From an optimization exercise on the open Yosys and OpenROAD flow, aimed at small area, a short achievable clock period and few clock cycles per item; shortcuts taken in it are not production practice.
Only simulation tests tie the RTL to the original design; equivalence was not proved.

Setup of P:
## sha256_stream_hasher_top
module sha256_stream_hasher_top (
	input  logic       clk,
	input  logic       arst_n,
	input  logic       s_axis_tvalid,
	output logic       s_axis_tready,
	input  logic [7:0] s_axis_tdata,
	input  logic       s_axis_tuser,
	output logic       m_axis_tvalid,
	input  logic       m_axis_tready,
	output logic [7:0] m_axis_tdata,
	output logic       m_axis_tlast,
	input  logic       cfg_we,
	input  logic [5:0] cfg_wdata
);
	typedef logic [31:0] word_t;
	logic [5:0] dlen_q;
	always_ff @(posedge clk or negedge arst_n) begin
		if (!arst_n)
			dlen_q <= 6'd32;
		else if (cfg_we)
			dlen_q <= cfg_wdata;
	end
	logic       rdy_q;
	logic       v1_q, f1_q;
	logic [7:0] d1_q;
	logic       acc;
	assign s_axis_tready = rdy_q;
	assign acc = s_axis_tvalid && rdy_q;
	always_ff @(posedge clk or negedge arst_n) begin
		if (!arst_n)
			v1_q <= 1'b0;
		else
			v1_q <= acc;
	end
	always_ff @(posedge clk) begin
		f1_q <= s_axis_tuser;
		d1_q <= s_axis_tdata;
	end
	localparam logic [1:0] M_DATA = 2'd0, M_PAD = 2'd1, M_LEN = 2'd2;
	logic [511:0] blk_q;           
	logic [6:0]   fc_q, fc_base, fc_d;
	logic [1:0]   md_q, md_d;
	logic         nb_q;            
	logic         bfirst_q, blast_q;
	logic [38:0]  hh_q;            
	logic [15:0]  hl_q;            
	logic [5:0]   lo_q;
  ...
clock: 12.0 ns
lec_check: 0
cap_margin: 20
core_margin: 2
core_utilization: 45
cts_buf_list: sky130_fd_sc_hd__clkbuf_16
cts_cluster_diameter: 70
cts_cluster_size: 40
place_density: 0.6
slew_margin: 20
standard.sh (not shown) runs the stock make flow with config.mk's settings and CLKGATE_MAP_FILE= SYNTH_SCRIPT=/design/flow/synth_recipe.tcl, a recipe that flattens the netlist after the stock synthesis.
==> flow/flow/run.sh <==
#!/bin/bash
set -o pipefail
cp standard.sh standard_sh_copy.log
export SETUP_SLACK_MARGIN=8
bash standard.sh > standard.log 2>&1
Testbench counts of P, summed over its fixed seeds: cycles 53,284, bytes 44,000.
Input-level comparison between Q and P:
-- flow/design.v --
<<< P, line 275
	logic       ov_q, ol_q;
	logic [7:0] od_q;
	logic       oload, avail, take;
	logic [1:0] wpos;
	logic [7:0] hbyte;
	logic       klast;
	assign ncap = (dlen_q > 6'd32) ? 6'd32 : dlen_q;
	assign wpos = kr_q[3:2] + ph_q + 2'(kr_q[4]);
	assign avail = wpos == kr_q[1:0];
	always_comb begin
		case ({kr_q[4], kr_q[1:0]})
			3'd0: hbyte = ha_q[0][31:24];
			3'd1: hbyte = ha_q[1][23:16];
			3'd2: hbyte = ha_q[2][15:8];
			3'd3: hbyte = ha_q[3][7:0];
			3'd4: hbyte = he_q[0][31:24];
			3'd5: hbyte = he_q[1][23:16];
			3'd6: hbyte = he_q[2][15:8];
			default: hbyte = he_q[3][7:0];
		endcase
	end
	assign klast = {1'b0, kr_q} == nlim_q - 6'd1;
	assign oload = !ov_q || m_axis_tready;
	assign take = oload && dpend_q && avail;
	assign m_axis_tvalid = ov_q;
	assign m_axis_tdata = od_q;
	assign m_axis_tlast = ol_q;
	always_ff @(posedge clk) begin
		if (take) begin
			od_q <= hbyte;
			ol_q <= klast;
>>> Q, line 275
	logic       ov_q, ol_q;
	logic [7:0] od_q;
	logic       oload;
	word_t      hw;
	logic [1:0] hpos_a, hpos_e;
	logic [7:0] hbyte;
	logic       klast;
	assign ncap = (dlen_q > 6'd32) ? 6'd32 : dlen_q;
	assign hpos_a = kr_q[3:2] + ph_q;
	assign hpos_e = kr_q[3:2] + ph_q + 2'd1;
	assign hw = kr_q[4] ? he_q[hpos_e] : ha_q[hpos_a];
	assign hbyte = hw[8 * (3 - kr_q[1:0]) +: 8];
	assign klast = {1'b0, kr_q} == nlim_q - 6'd1;
	assign oload = !ov_q || m_axis_tready;
	assign m_axis_tvalid = ov_q;
	assign m_axis_tdata = od_q;
	assign m_axis_tlast = ol_q;
	always_ff @(posedge clk) begin
		if (oload) begin
			od_q <= hbyte;
			ol_q <= klast;
<<< P, line 356
				end
			end
			if (oload)
				ov_q <= take;
			if (take) begin
				kr_q <= kr_q + 5'd1;
				if (klast)
					dpend_q <= 1'b0;
			end
		end
>>> Q, line 346
				end
			end
			if (oload) begin
				ov_q <= dpend_q;
				if (dpend_q) begin
					kr_q <= kr_q + 5'd1;
					if (klast)
						dpend_q <= 1'b0;
				end
			end
		end
Notes after the runs:
Across P and Q, none had a timing, DRC or antenna violation.
Between P and Q, the flow reports die width increasing slightly.
Q ends up with a total track usage that is 0.20 points higher than in P.
From P to Q the numbers moved as follows: via count of the routed design increased 1486, core area climbed 2.4%, global placement routability congestion decreased by 0.028 relative to the old numbers.
Met2 global-route usage: lower on Q
| slew at the pin closest to its max-slew limit | Q vs P | 0.056 ns lower |
Q reports its worst setup path endpoint as a_q[30] while P reports dl_q[30].
On time the worst path needs with I/O delays and setup, Q does better than P.
Testbench counts of Q, summed over its fixed seeds: cycles 53,124, bytes 44,000.

* * *

Setup of lane 4:
sha256_stream_hasher_top, a different RTL version from the one above (not shown whole).
For scale: roughly 7100 cells after synthesis, roughly 1700 flip-flops, about 31 I/O pins, roughly 0.074 mm² of cells after synthesis.
export LEC_CHECK = 0
export CAP_MARGIN = 20
export CORE_MARGIN = 2
export CORE_UTILIZATION = 45
export PLACE_DENSITY = 0.6
export SLEW_MARGIN = 20
create_clock -name core_clock -period 12.0 [get_ports {clk}]
run.sh (not shown) runs the stock make flow with config.mk's settings and CLKGATE_MAP_FILE= SYNTH_SCRIPT=/design/flow/synth_recipe.tcl, a recipe that flattens the netlist after the stock synthesis.
Stock flow here: none of the scripts above is used.
Testbench counts of lane 4, summed over its fixed seeds: cycles 53,092, bytes 44,000.
Inputs modified between lane 4 and lane 5:
--- a/flow/design.v
+++ b/flow/design.v
@@ -172,27 +172,39 @@
 	word_t a_q, b_q, c_q, d_q, e_q, f_q2, g_q, h_q2;
 	word_t p_q;                    
 	logic [511:0] w_q;             
 	word_t ha_q [4];               
 	word_t he_q [4];               
 	word_t w0, w1, w9, w14, wnew;
-	word_t s0, s1, ch, mj, t_sum, a_new, e_new;
+	word_t s0, s1, ch, mj, a_new, e_new;
+	word_t t_s, t_c, e_s, e_c, u_s, u_c, v_s, v_c, q_s, q_c, x_s, x_c, y_s, y_c;
+	function automatic logic [63:0] csa(input word_t x, input word_t y, input word_t z);
+		word_t cy;
+		cy = (x & y) | (z & (x | y));
+		csa = {x ^ y ^ z, cy[30:0], 1'b0};
+	endfunction
 	word_t xa, xe, ya, ye, sa, se, iva, ive, a_in, e_in;
 	logic  add, ivsel;
 	assign w0  = w_q[511:480];
 	assign w1  = w_q[479:448];
 	assign w9  = w_q[223:192];
 	assign w14 = w_q[63:32];
-	assign wnew = sha256_pkg::ssig1(w14) + w9 + sha256_pkg::ssig0(w1) + w0;
+	assign {x_s, x_c} = csa(sha256_pkg::ssig1(w14), w9, sha256_pkg::ssig0(w1));
+	assign {y_s, y_c} = csa(x_s, x_c, w0);
+	assign wnew = y_s + y_c;
 	assign s1 = sha256_pkg::bsig1(e_q);
 	assign ch = (e_q & f_q2) ^ (~e_q & g_q);
 	assign s0 = sha256_pkg::bsig0(a_q);
 	assign mj = (a_q & b_q) | (c_q & (a_q | b_q));
-	assign t_sum = p_q + s1 + ch;
-	assign e_new = t_sum + d_q;
-	assign a_new = t_sum + s0 + mj;
+	assign {t_s, t_c} = csa(p_q, s1, ch);
+	assign {e_s, e_c} = csa(t_s, t_c, d_q);
+	assign {u_s, u_c} = csa(t_s, t_c, s0);
+	assign {v_s, v_c} = csa(u_s, u_c, mj);
+	assign e_new = e_s + e_c;
+	assign a_new = v_s + v_c;
+	assign {q_s, q_c} = csa(g_q, sha256_pkg::round_k(rc_q), w0);
 	assign add = st_q == E_ADD;
 	assign iva = sha256_pkg::init_h({1'b0, ~ph_q});
 	assign ive = sha256_pkg::init_h({1'b1, ~ph_q});
 	assign xa = (add && f_q) ? iva : ha_q[3];
 	assign xe = (add && f_q) ? ive : he_q[3];
 	assign ya = add ? d_q : '0;
@@ -209,13 +221,13 @@
 		c_q <= b_q;
 		d_q <= c_q;
 		e_q <= (st_q == E_ROUND) ? e_new : e_in;
 		f_q2 <= e_q;
 		g_q <= f_q2;
 		h_q2 <= g_q;
-		p_q <= g_q + sha256_pkg::round_k(rc_q) + w0;
+		p_q <= q_s + q_c;
 		if (load)
 			w_q <= blk_q;
 		else
 			w_q <= {w_q[479:0], wnew};
 		ha_q[0] <= sa;
 		ha_q[1] <= ha_q[0];
## What came out
In the tables for lane 5 and lane 4, post-detailed-routing wire length reads higher with lane 4. Lane 5 vs lane 4 — mean area per synthesized cell rose 0.066 µm². Summary of lane 5 over lane 4: cell area about even; setup slack went down 0.085 ns. The final layouts of lane 5 and lane 4 pass the timing, DRC and antenna checks.
Testbench counts of lane 5, summed over its fixed seeds: cycles 53,092, bytes 44,000.

==> separate check: timing with driven ports <==
The flow's constraints put no driver on any port. The routed layouts listed below were extracted and timed again, unchanged, in two steps.
Step 1 sets driving cells, clkbuf_16 on the clock port and buf_2 on the other inputs (assumed; they add their load-dependent delay and slew).
Step 2 adds t to the input delays and takes it off the output delays; t is the mean of the earliest and latest rising clock arrival at the registers after step 1. Input paths then give back, and output paths get back, about the clock's delay inside the block.
Three values: ideal ports, drivers, drivers and shift; two values: the first two.
run | shift t [ns] | slack for setup (ns) | worst data-port slew with drivers (ns)
P | 0.854 | 7.795 / 7.795 / 7.795 | 0.04
Q | 0.867 | 7.928 / 7.928 / 7.742 | 0.04
lane 4 | 0.903 | 4.956 / 4.956 / 4.956 | 0.07
lane 5 | 0.879 | 4.871 / 4.871 / 4.871 | 0.15
After both steps setup and hold are still met in every run listed. For Q, which loses most, drivers alone change the setup slack by 0.000 ns; drivers and shift together by -0.186 ns.
